This design comes from an exercise in tuning for small area on the open sky130 flow, not from production work. The RTL was checked by simulation tests, not by an equivalence proof against the original design.

--- standard.sh ---
#!/bin/bash
# synth_recipe.tcl (not shown) runs the flow's synth.tcl, then flattens the netlist and writes it again
# the make line also repeats each setting of config.mk as NAME=value (left out here)
make -C /OpenROAD-flow-scripts/flow DESIGN_CONFIG=/design/flow/config.mk WORK_HOME=/design/flow/orfs CLKGATE_MAP_FILE= SYNTH_SCRIPT=/design/flow/synth_recipe.tcl "${@:-finish}"
--- flow/run.sh ---
#!/bin/bash
# The standard layout (standard.sh), with these changes:
#  - synthesis runs yosys synth with -noabc (no early abc -fast pass) and uses
#    an area-oriented abc script (flow/abc_area.script) in place of ORFS's
#    abc_area.script;
#  - full-adder cells are extracted only in the multiplier module vsbc_mul,
#    which is kept as its own module until the final flatten
#    (SYNTH_KEEP_MODULES); elsewhere abc maps the adders with the other logic.
#    For this, ORFS's synth.tcl is copied with its extract_fa call given a
#    selection; the rest of synthesis is ORFS's own scripts, copied unchanged;
#  - the port buffers are the smallest buffer cell;
#  - clock tree synthesis uses larger sink clusters, only clkbuf_8 clock buffers,
#    and leaves out dummy loads.
set -o pipefail
here=$(pwd)
mkdir -p "$here/scripts"
cp -r "$FLOW_HOME/scripts/." "$here/scripts/"
cp "$here/flow/abc_area.script" "$here/scripts/abc_area.script"
sed -i 's/^  extract_fa {\*}\[dont_use_extract_fa_args\]$/  extract_fa {*}[dont_use_extract_fa_args] -fa vsbc_mul/' "$here/scripts/synth.tcl"
grep -q 'extract_fa {\*}\[dont_use_extract_fa_args\] -fa vsbc_mul' "$here/scripts/synth.tcl" || { echo "synth.tcl patch failed"; exit 1; }

SYNTH_KEEP_MODULES=vsbc_mul SYNTH_ARGS="-noabc" SCRIPTS_DIR="$here/scripts" bash standard.sh synth 2>&1 | tee synth.log || exit 1

export BUFFER_PORTS_ARGS="-buffer_cell sky130_fd_sc_hd__buf_1"
export CTS_ARGS="-sink_clustering_enable -repair_clock_nets -dont_use_dummy_load -sink_clustering_size 14 -sink_clustering_max_diameter 50 -buf_list {sky130_fd_sc_hd__clkbuf_8}"
bash standard.sh 2>&1 | tee standard.log
--- flow/abc_area.script ---
strash
&get -n
&deepsyn -T 150
&put
dch -f
amap
strash
dc2
dch -f
amap
strash
dc2
dch -f
amap
topo
--- constraint.sdc ---
create_clock -name core_clock -period 14.0 [get_ports {clk_i}]
set_input_delay 2.8000 -clock core_clock [delete_from_list [all_inputs] [get_ports {clk_i}]]
set_output_delay 2.8000 -clock core_clock [all_outputs]
set_load 0.01 [all_outputs]
--- design.v ---
package vsbc_pkg;
  localparam logic [1:0] REG_SPEED_LIMIT = 2'd0;
  localparam logic [1:0] REG_OFFSET_X    = 2'd1;
  localparam logic [1:0] REG_OFFSET_Y    = 2'd2;
  localparam logic [12:0] SPEED_LIMIT_RST = 13'd1229;
  localparam logic [4:0] LEFT_SHORT = 5'd7;
  localparam logic [4:0] LEFT_LONG  = 5'd19;
  function automatic logic [19:0] add20(input logic [19:0] a, input logic [19:0] b,
                                        input logic ci);
    logic c;
    c = ci;
    for (int i = 0; i < 20; i++) begin
      add20[i] = a[i] ^ b[i] ^ c;
      c        = (a[i] & b[i]) | (c & (a[i] ^ b[i]));
    end
  endfunction
  function automatic logic neg20(input logic [19:0] a, input logic [19:0] b,
                                 input logic ci);
    logic c;
    c = ci;
    for (int i = 0; i < 19; i++) begin
      c = (a[i] & b[i]) | (c & (a[i] | b[i]));
    end
    neg20 = a[19] ^ b[19] ^ ((a[19] & b[19]) | (c & (a[19] | b[19])));
  endfunction
  function automatic logic [14:0] mag27(input logic [12:0] lim);
    logic [2:0]  r;
    logic [11:0] q;
    logic [3:0]  r10;
    logic [4:0]  t;
    logic [19:0] q3, s1;
    r = 3'd0;
    for (int i = 11; i >= 0; i--) begin
      q[i] = (r > 3'd2) || (r == 3'd2 && lim[i+1]);
      case ({r, lim[i+1]})
        4'b0000: r = 3'd0; 4'b0001: r = 3'd1; 4'b0010: r = 3'd2; 4'b0011: r = 3'd3;
        4'b0100: r = 3'd4; 4'b0101: r = 3'd0; 4'b0110: r = 3'd1; 4'b0111: r = 3'd2;
        4'b1000: r = 3'd3; 4'b1001: r = 3'd4; default: r = 3'bxxx;
      endcase
    end
    r10 = {r, lim[0]};
    case (r10)
      4'd0: t = 5'd0;  4'd1: t = 5'd2;  4'd2: t = 5'd5;  4'd3: t = 5'd8;  4'd4: t = 5'd10;
      4'd5: t = 5'd13; 4'd6: t = 5'd16; 4'd7: t = 5'd18; 4'd8: t = 5'd21; 4'd9: t = 5'd24;
      default: t = 5'bxxxxx;
    endcase
    q3 = add20({7'd0, q, 1'b0}, {8'd0, q}, 1'b0);           
    s1 = add20(q3, {15'd0, t}, 1'b0);                       
    mag27 = 15'(add20({q3[16:0], 3'b000}, s1, 1'b0));       
  endfunction
  function automatic logic ge20(input logic [19:0] a, input logic [19:0] b, input logic ci);
    logic c;
    c = ci;
    for (int i = 0; i < 20; i++) begin
      c = (a[i] & ~b[i]) | (c & (a[i] | ~b[i]));
    end
    ge20 = c;
  endfunction
  function automatic logic [13:0] level_a(input logic [12:0] lim, input logic [15:0] off);
    logic        n, big, sel, sl, sc, s, ci;
    logic [15:0] e;
    logic [19:0] c5, u;
    logic [11:0] x;
    n   = off[15];
    e   = off ^ {16{n}};
    big = (|e[14:11]) || (n && (&e[10:0]));
    c5  = add20({7'd0, e[10:0], n, n}, {9'd0, e[10:0]}, n);
    sel = big || ge20(c5, {7'd0, lim}, n);
    sl  = lim[12] && (lim[11:0] != 12'd0);
    sc  = c5[12] && ((c5[11:0] != 12'd0) || n);
    if (sel) begin
      x  = lim[11:0];
      s  = sl;
      ci = !sl;
      level_a[13] = lim == 13'd0;
    end else begin
      x  = c5[11:0];
      s  = sc;
      ci = !(sc ^ n);
      level_a[13] = !n && (e[10:0] == 11'd0);
    end
    u = add20({8'd0, x ^ {12{!s}}}, 20'd0, ci);
    level_a[12]   = s;
    level_a[11:0] = u[11:0];
  endfunction
  function automatic logic [24:0] mul(input logic [12:0] a, input logic [11:0] b);
    logic [24:0] s, c, pp, ns, nc;
    logic        cy;
    s = 25'(a & {13{b[0]}});
    c = '0;
    for (int j = 1; j < 12; j++) begin
      pp = 25'(a & {13{b[j]}}) << j;
      for (int i = 0; i < 25; i++) begin
        ns[i] = s[i] ^ c[i] ^ pp[i];
        nc[i] = (s[i] & c[i]) | (pp[i] & (s[i] ^ c[i]));
      end
      s = ns;
      c = nc << 1;
    end
    cy = 1'b0;
    for (int i = 0; i < 25; i++) begin
      mul[i] = s[i] ^ c[i] ^ cy;
      cy     = (s[i] & c[i]) | (cy & (s[i] ^ c[i]));
    end
  endfunction
endpackage
module vsbc_mul (
  input  logic [12:0] a_i,
  input  logic [11:0] b_i,
  output logic [13:0] p_o
);
  logic [24:0] p;
  assign p   = vsbc_pkg::mul(a_i, b_i);
  assign p_o = p[24:11];
endmodule
module vsbc_cfg (
  input  logic               clk_i,
  input  logic               rst_ni,
  input  logic               psel,
  input  logic               penable,
  input  logic               pwrite,
  input  logic [3:0]         paddr,
  input  logic [31:0]        pwdata,
  output logic [31:0]        prdata,
  output logic               pready,
  output logic [12:0]        limit_o,
  output logic signed [15:0] off_x_o,
  output logic signed [15:0] off_y_o,
  output logic [14:0]        mag27_o,
  output logic [14:0]        lvl_x_o,   
  output logic [14:0]        lvl_y_o
);
  localparam logic [14:0] LVL_RST = {1'b0, 14'd2458};
  logic        [12:0] limit_q;
  logic signed [15:0] offx_q, offy_q;
  logic        [14:0] mag27_q;
  logic        [14:0] lvlx_q, lvly_q, pend_q;
  logic        [13:0] zsu_q;     
  logic        [1:0]  acc_q;     
  logic        [1:0]  wrote_q;   
  logic               wr_en, setup_wr;
  logic        [12:0] lim_a, lim_b;
  logic        [15:0] off_a;
  logic        [14:0] lvl;
  logic        [13:0] prod;
  assign pready   = 1'b1;
  assign wr_en    = psel & penable & pwrite;
  assign setup_wr = psel & !penable & pwrite;
  always_ff @(posedge clk_i or negedge rst_ni) begin
    if (!rst_ni) begin
      limit_q <= vsbc_pkg::SPEED_LIMIT_RST;
      offx_q  <= '0;
      offy_q  <= '0;
    end else if (wr_en) begin
      case (paddr[3:2])
        vsbc_pkg::REG_SPEED_LIMIT: limit_q <= pwdata[12:0];
        vsbc_pkg::REG_OFFSET_X:    offx_q  <= pwdata[15:0];
        vsbc_pkg::REG_OFFSET_Y:    offy_q  <= pwdata[15:0];
        default: ;
      endcase
    end
  end
  always_comb begin
    case (paddr[3:2])
      vsbc_pkg::REG_SPEED_LIMIT: prdata = {19'd0, limit_q};
      vsbc_pkg::REG_OFFSET_X:    prdata = {{16{offx_q[15]}}, offx_q};
      vsbc_pkg::REG_OFFSET_Y:    prdata = {{16{offy_q[15]}}, offy_q};
      default:                   prdata = '0;
    endcase
  end
  always_ff @(posedge clk_i or negedge rst_ni) begin
    if (!rst_ni) begin
      acc_q   <= 2'd0;
      wrote_q <= 2'd0;
    end else begin
      acc_q   <= setup_wr ? paddr[3:2] + 2'd1 : 2'd0;
      wrote_q <= wr_en ? paddr[3:2] + 2'd1 : 2'd0;
    end
  end
  always_ff @(posedge clk_i) begin
    mag27_q <= vsbc_pkg::mag27(limit_q);
  end
  always_comb begin
    if (psel && pwrite && paddr[3:2] == vsbc_pkg::REG_SPEED_LIMIT) begin
      lim_a = pwdata[12:0];
    end else begin
      lim_a = limit_q;
    end
    if (acc_q == 2'd1) begin
      off_a = offx_q;
    end else if (acc_q[1]) begin
      off_a = pwdata[15:0];
    end else begin
      off_a = offy_q;
    end
  end
  assign lim_b = (acc_q == 2'd1) ? pwdata[12:0] : limit_q;
  vsbc_mul u_mul (
    .a_i (lim_b),
    .b_i (zsu_q[11:0]),
    .p_o (prod)
  );
  assign lvl = {zsu_q[12], zsu_q[13] ? {lim_b, 1'b0} : prod};
  always_ff @(posedge clk_i) begin
    zsu_q  <= vsbc_pkg::level_a(lim_a, off_a);
    pend_q <= lvl;
  end
  always_ff @(posedge clk_i or negedge rst_ni) begin
    if (!rst_ni) begin
      lvlx_q <= LVL_RST;
      lvly_q <= LVL_RST;
    end else begin
      if (wrote_q == 2'd1 || wrote_q == 2'd2) begin
        lvlx_q <= lvl;
      end
      if (wrote_q == 2'd1) begin
        lvly_q <= pend_q;
      end else if (wrote_q == 2'd3) begin
        lvly_q <= lvl;
      end
    end
  end
  assign limit_o = limit_q;
  assign off_x_o = offx_q;
  assign off_y_o = offy_q;
  assign mag27_o = mag27_q;
  assign lvl_x_o = lvlx_q;
  assign lvl_y_o = lvly_q;
endmodule
module vsbc_axis (
  input  logic               clk_i,
  input  logic               rst_ni,
  input  logic               adv_i,
  input  logic               comp_i,
  input  logic signed [15:0] cmd_i,
  input  logic        [12:0] limit_i,
  input  logic        [15:0] nlim2_i,   
  input  logic        [19:0] lim6m_i,   
  input  logic signed [15:0] off_i,
  input  logic        [14:0] mag27_i,
  input  logic        [14:0] lvl_i,     
  output logic signed [15:0] out_o,
  output logic               boost_o
);
  logic signed [15:0] prev_q;
  logic               on_q;
  logic        [4:0]  left_q;
  logic        [19:0] diff, f4, lim4, nmag;
  logic        [13:0] e;
  logic               n;
  logic        [16:0] sum;
  logic               big, hit, short_jump, up, same_sign, at_2lim, start, cont, pos;
  logic        [14:0] mag;
  logic        [15:0] lim2, new_level, sat_sum, next_prev;
  always_comb begin
    diff = vsbc_pkg::add20({{4{cmd_i[15]}}, cmd_i}, ~{{4{prev_q[15]}}, prev_q}, 1'b1);
    n    = diff[16];
    big  = (diff[16:14] != 3'b000) && (diff[16:14] != 3'b111);
    e    = diff[13:0] ^ {14{n}};
    f4   = vsbc_pkg::add20({4'd0, e, n, n}, {6'd0, e}, n);
    lim4 = {5'd0, limit_i, 2'b00};
    up   = !n && (diff[16:0] != 17'd0);
    hit        = big || !vsbc_pkg::neg20(f4, ~lim4, n);
    short_jump = !big && vsbc_pkg::neg20(f4, ~lim6m_i, n);
    lim2    = {2'b0, limit_i, 1'b0};
    at_2lim = prev_q == (prev_q[15] ? nlim2_i : lim2);
    start   = !on_q && !at_2lim && hit;
    cont    = on_q && (left_q != 5'd0);
    same_sign = ((cmd_i > 0) && (off_i > 0)) || ((cmd_i < 0) && (off_i < 0));
    mag  = same_sign ? mag27_i : {1'b0, lvl_i[13:0]};
    pos  = same_sign ? up : (up ^ lvl_i[14]);
    nmag = vsbc_pkg::add20(~{5'd0, mag}, 20'd0, 1'b1);
    if (short_jump) begin
      new_level = up ? lim2 : nlim2_i;
    end else begin
      new_level = pos ? {1'b0, mag} : nmag[15:0];
    end
    sum     = vsbc_pkg::add20({{4{cmd_i[15]}}, cmd_i},
                              comp_i ? {{4{off_i[15]}}, off_i} : 20'd0, 1'b0);
    sat_sum = (sum[16] != sum[15]) ? (sum[16] ? 16'h8000 : 16'h7fff) : sum[15:0];
    next_prev = start ? new_level : sat_sum;
  end
  always_ff @(posedge clk_i or negedge rst_ni) begin
    if (!rst_ni) begin
      prev_q <= '0;
      on_q   <= 1'b0;
    end else if (adv_i) begin
      on_q <= start || cont;
      if (!cont) begin
        prev_q <= next_prev;
      end
    end
  end
  always_ff @(posedge clk_i) begin
    if (adv_i) begin
      left_q <= start ? (short_jump ? vsbc_pkg::LEFT_SHORT : vsbc_pkg::LEFT_LONG) : left_q - 5'd1;
    end
  end
  assign out_o   = prev_q;
  assign boost_o = on_q;
endmodule
module velocity_step_boost_compensator_unit #(
  parameter int FRAC_BITS = 12
) (
  input  logic               clk_i,
  input  logic               rst_ni,
  input  logic               psel,
  input  logic               penable,
  input  logic               pwrite,
  input  logic [3:0]         paddr,
  input  logic [31:0]        pwdata,
  output logic [31:0]        prdata,
  output logic               pready,
  input  logic               in_valid_i,
  output logic               in_stall_o,
  input  logic signed [15:0] vel_x_i,
  input  logic signed [15:0] vel_y_i,
  output logic               out_valid_o,
  input  logic               out_stall_i,
  output logic signed [15:0] shaped_x_o,
  output logic signed [15:0] shaped_y_o,
  output logic               boosting_x_o,
  output logic               boosting_y_o
);
  logic        [12:0] limit;
  logic signed [15:0] off_x, off_y;
  logic        [14:0] mag27;
  logic        [14:0] lvl_x, lvl_y;
  logic        [15:0] nlim2;
  logic        [19:0] lim6m;
  logic               in_vld_q, out_vld_q;
  logic signed [15:0] vel_x_q, vel_y_q;
  logic        [2:0]  phase_q;
  logic               adv, take_in, comp;
  vsbc_cfg u_cfg (
    .clk_i   (clk_i),
    .rst_ni  (rst_ni),
    .psel    (psel),
    .penable (penable),
    .pwrite  (pwrite),
    .paddr   (paddr),
    .pwdata  (pwdata),
    .prdata  (prdata),
    .pready  (pready),
    .limit_o (limit),
    .off_x_o (off_x),
    .off_y_o (off_y),
    .mag27_o (mag27),
    .lvl_x_o (lvl_x),
    .lvl_y_o (lvl_y)
  );
  assign nlim2  = vsbc_pkg::add20(~{6'd0, limit, 1'b0}, 20'd0, 1'b1);
  assign lim6m  = vsbc_pkg::add20({4'd0, limit, 3'b0}, ~{6'd0, limit, 1'b0}, 1'b0);
  assign adv        = in_vld_q && (!out_vld_q || !out_stall_i);
  assign in_stall_o = in_vld_q && !adv;
  assign take_in    = in_valid_i && !in_stall_o;
  assign comp = phase_q[2] && (phase_q[1] || phase_q[0]);
  always_ff @(posedge clk_i or negedge rst_ni) begin
    if (!rst_ni) begin
      in_vld_q  <= 1'b0;
      out_vld_q <= 1'b0;
      phase_q   <= '0;
    end else begin
      if (take_in) begin
        in_vld_q <= 1'b1;
      end else if (adv) begin
        in_vld_q <= 1'b0;
      end
      if (adv) begin
        out_vld_q <= 1'b1;
        phase_q   <= (phase_q[2] && phase_q[1]) ? 3'd0 : phase_q + 3'd1;
      end else if (!out_stall_i) begin
        out_vld_q <= 1'b0;
      end
    end
  end
  always_ff @(posedge clk_i) begin
    if (take_in) begin
      vel_x_q <= vel_x_i;
      vel_y_q <= vel_y_i;
    end
  end
  vsbc_axis u_axis_x (
    .clk_i   (clk_i),
    .rst_ni  (rst_ni),
    .adv_i   (adv),
    .comp_i  (comp),
    .cmd_i   (vel_x_q),
    .limit_i (limit),
    .nlim2_i (nlim2),
    .lim6m_i (lim6m),
    .off_i   (off_x),
    .mag27_i (mag27),
    .lvl_i   (lvl_x),
    .out_o   (shaped_x_o),
    .boost_o (boosting_x_o)
  );
  vsbc_axis u_axis_y (
    .clk_i   (clk_i),
    .rst_ni  (rst_ni),
    .adv_i   (adv),
    .comp_i  (comp),
    .cmd_i   (vel_y_q),
    .limit_i (limit),
    .nlim2_i (nlim2),
    .lim6m_i (lim6m),
    .off_i   (off_y),
    .mag27_i (mag27),
    .lvl_i   (lvl_y),
    .out_o   (shaped_y_o),
    .boost_o (boosting_y_o)
  );
  assign out_valid_o = out_vld_q;
endmodule
--- config.mk ---
export PLATFORM = sky130hd
export DESIGN_NAME = velocity_step_boost_compensator_unit
export DESIGN_NICKNAME = velocity_step_boost_compensator_unit
export VERILOG_FILES = /design/flow/design.v
export SDC_FILE = /design/flow/constraint.sdc
export NUM_CORES = 4
export LEC_CHECK = 0
export ABC_AREA = 1
export CAP_MARGIN = 20
export CORE_MARGIN = 2
export CORE_UTILIZATION = 40
export SLEW_MARGIN = 20
==> results.txt <==
## final timing paths
check | from | endpoint | slack [ns] | cells past startpoint
worst max-delay path | pwdata[7] | u_cfg.lvly_q[12] | 0.57 | 33
worst min-delay path | u_cfg.pend_q[1] | u_cfg.lvly_q[1] | 0.44 | 2
max in group asynchronous | rst_ni | u_cfg.lvlx_q[8] | 10.57 | 3
min in group asynchronous | rst_ni | u_cfg.offx_q[15] | 2.21 | 1
worst min register to register | u_cfg.pend_q[1] | u_cfg.lvly_q[1] | 0.44 | 2
worst max register to register | u_cfg.acc_q[1] | u_cfg.lvly_q[12] | 1.34 | 34
## worst min-delay path, cell delays in order (launching register included)
cell	delay, ns
sky130_fd_sc_hd__dfxtp_1	0.31
sky130_fd_sc_hd__nor2_1	0.09
sky130_fd_sc_hd__nor3_1	0.05
## area by class of cell
| type | count | area, um^2 |
|---|---|---|
| fillers | 4813 | 25500 |
| multi-input cells | 2020 | 12400 |
| flip-flops and latches | 204 | 5120 |
| inverters | 314 | 1180 |
| repair buffers | 211 | 1140 |
| well taps | 607 | 759 |
| clock buffers | 30 | 413 |
## layer usage
layer	GRT usage	routed length, um	vias to the layer above
met5	0	0	-
met4	0.139	3980	0
met3	0.0537	6820	230
met2	0.504	34300	1008
met1	0.399	30800	9840
li1	-	-	9640
## kinds of logic after synthesis
| logic type | Yosys count | share of synthesized area |
|---|---|---|
| AO/OA/AOI/OAI | 960 | 0.323 |
| adder cells (fa/ha/maj) | 122 | 0.130 |
| buffers and inverters | 331 | 0.0696 |
| flip-flops | 204 | 0.273 |
| other | 1 | 0.000200 |
| AND/OR/NAND/NOR | 937 | 0.204 |
## modules after synthesis (local to each module, per instance)
module	area (um^2)	times used
velocity_step_boost_compensator_unit	15500	1
vsbc_mul	3270	1
## synthesized netlist by cell type, types with 22 or more instances
cell / instances / area (um^2)
sky130_fd_sc_hd__dfrtp_1: 100 / 2500
sky130_fd_sc_hd__o22a_1: 38 / 333
sky130_fd_sc_hd__o21a_1: 49 / 368
sky130_fd_sc_hd__o221ai_1: 23 / 201
sky130_fd_sc_hd__dfxtp_1: 44 / 881
sky130_fd_sc_hd__a211oi_1: 27 / 203
sky130_fd_sc_hd__a222oi_1: 24 / 240
sky130_fd_sc_hd__nand2_1: 215 / 807
sky130_fd_sc_hd__clkinv_1: 314 / 1180
sky130_fd_sc_hd__nor2_1: 570 / 2140
sky130_fd_sc_hd__edfxtp_1: 42 / 1260
sky130_fd_sc_hd__nor3_1: 56 / 280
sky130_fd_sc_hd__a21o_1: 22 / 165
sky130_fd_sc_hd__fa_1: 122 / 2440
sky130_fd_sc_hd__a22oi_1: 52 / 390
sky130_fd_sc_hd__a21oi_1: 217 / 1090
sky130_fd_sc_hd__o22ai_1: 174 / 1090
sky130_fd_sc_hd__o21ai_0: 235 / 1180
## flip-flops by register name, indices dropped and copies added (netlist names), 16 cells and up
name             count
u_cfg.offx_q        16
u_axis_y.prev_q     16
u_axis_x.prev_q     16
u_cfg.offy_q        16
vel_x_q             16
vel_y_q             16
## metrics by stage
stage	setup slack, ns	cells	hold slack [ns]	utilization
floorplan	0.458	2555	0.352	-
global placement	0.0254	3355	0.416	0.442
detailed placement	0.00570	3355	0.428	0.442
CTS	0.595	3385	0.441	0.451
global route	0.114	3386	0.471	0.452
finish	0.567	3386	0.441	0.452
==> results.py <==
metrics = {
    "clocking": {
        "ctsResizeCount": 0,
        "cts-buffers-inserted": 30,
        "insertion_delay_ns": 0.66,
        "largest_buffer_count_on_any_clock_path": 3,
        "clkSlewWorstSetupHoldPaths_ns": 0.09,
        "clock_sinks": 204,
        "htree_num_levels": 1,
        "clockRootBuffer": "sky130_fd_sc_hd__clkbuf_8",
        "cts-hold-fix-buffers": 0,
        "postCtsSetupBuffers": 0,
        "cts_tree": "done",
    },
    "setup_path": {
        "cpMostUsedCell": "sky130_fd_sc_hd__fa_1",
        "type_of_destination_of_the_critical_path": "flop",
        "data_required_time_at_the_worst_endpoint_ns": 14.53,
        "max_stage_delay_ns": 0.59,
        "worstSetupStartpointType": "input pin",
        "timing.critical_path.buf_inv": 4,
        "critical-path-top-delay-family": "adder cells",
        "crit_type": "input pin to flop",
        "cp_data_arrival_time_ns": 13.96,
        "slowest_stage": "sky130_fd_sc_hd__fa_1",
        "worst-path-max-fanout": 4,
    },
    "finish": {
        "drive_gt1_frac": 0.0507,
        "areaGrowthSynthToFinish_pct": 11.8,
        "antenna_cells": 0,
        "nNetsFinal": 2978,
        "layout.cells.most_common": "sky130_fd_sc_hd__nor2_1",
        "final_area_um2": 21000,
        "mostFrequentLayoutCells": "sky130_fd_sc_hd__nor2_1, sky130_fd_sc_hd__clkinv_1, sky130_fd_sc_hd__o21ai_0",
    },
    "synth": {
        "yosys_register_bits": 204,
        "synthArstFlopShare": 0.578,
        "synth-warning-count": 4,
        "synth_top_flop_cell": "sky130_fd_sc_hd__dfrtp_1",
        "postSynthAreaPerCell_um2": 7.34,
        "syn-cell-area_um2": 18800,
        "number_of_instances_in_the_synthesized_netlist": 2555,
        "synth-seq-area-share": 0.273,
        "synth_enable_flop_cells": 42,
        "postSynthNetCount": 2752,
        "ys_types": 55,
    },
    "timing": {
        "finClkSkew_ns": 0.0823,
        "fin_crit_ns": 13.43,
        "hold_viol_final": 0,
        "worst_slew_margin_rel": 0.280,
        "layout_worst_path_cycle_share": 0.959,
        "totalNegativeSetupSlack_ns": 0,
        "report.final.slew_viol_count": 0,
        "setup_viol": 0,
        "tightest_slew_ns": 1.08,
        "grt_setup_unrepaired": "no",
        "achievable-frequency_ghz": 0.0744,
    },
    "global_routing": {
        "first_pass_grt_wire_length_mm": 113,
        "grt_pass1_vias": 19600,
        "globalRouteTotalUtil": 0.308,
        "pin_count_of_the_biggest_net_entering_global_routing": 79,
        "grt_overflow": 0,
        "antenna_violations_before_repair": 0,
    },
    "die": {
        "chipHeight_um": 221,
        "design.portCount": 144,
        "design.die.area_um2": 48700,
        "core_area_um2": 46500,
        "rows": 79,
        "die-width_um": 221,
        "effective_utilization_at_floorplan": 0.404,
    },
    "detailed_routing": {
        "detailroute.via_count": 20700,
        "drt-pass1-iter-count": 7,
        "post-route-drc-count": 0,
        "wire_length_reported_by_the_detailed_router_mm": 76.0,
        "initialDrtViolationCount": 2238,
        "drt-vias-per-instance": 6.12,
        "routedWlPerCell_um": 22.4,
        "drtAntennaViolNets": 0,
    },
    "placed_design": {
        "placed_area_um2": 20500,
        "dp_hpwl_mm": 59.7,
        "io_buffer_count": 124,
        "gp_routability_congestion": 0.968,
    },
    "hold_path": {
        "hp-class": "flop to flop",
    },
    "run_status": {
        "outcome": "no timing/DRC/antenna violations",
    },
    "run": {
        "timing.max_cap.violations": 0,
    },
}

-- separate check: timing with driven ports --
The flow's constraints put no driver on any port. The routed layout listed below was extracted and timed again, unchanged, in two steps.
Step 1 (the two cells are an assumption about what drives the block):
set clk [get_ports {clk_i}]
set_driving_cell -lib_cell sky130_fd_sc_hd__clkbuf_16 $clk
set_driving_cell -lib_cell sky130_fd_sc_hd__buf_2 [delete_from_list [all_inputs] $clk]
Step 2, shift: input delay + t, output delay - t, t = (earliest + latest rising clock arrival at the registers) / 2. This alone moves slack from input paths to output paths.
a / b / c = ideal / step 1 / step 2; a / b = the first two.
t, ns: 0.672
setup WS [ns]: 0.567 / 0.602 / -0.070
hold WS [ns]: 0.441 / 0.441 / 0.441
pins driven straight from the clock port: 1
Met with ideal ports but missed after step 2: setup timing in this run. For this run, drivers alone change the setup slack by +0.035 ns; drivers and shift together by -0.637 ns.
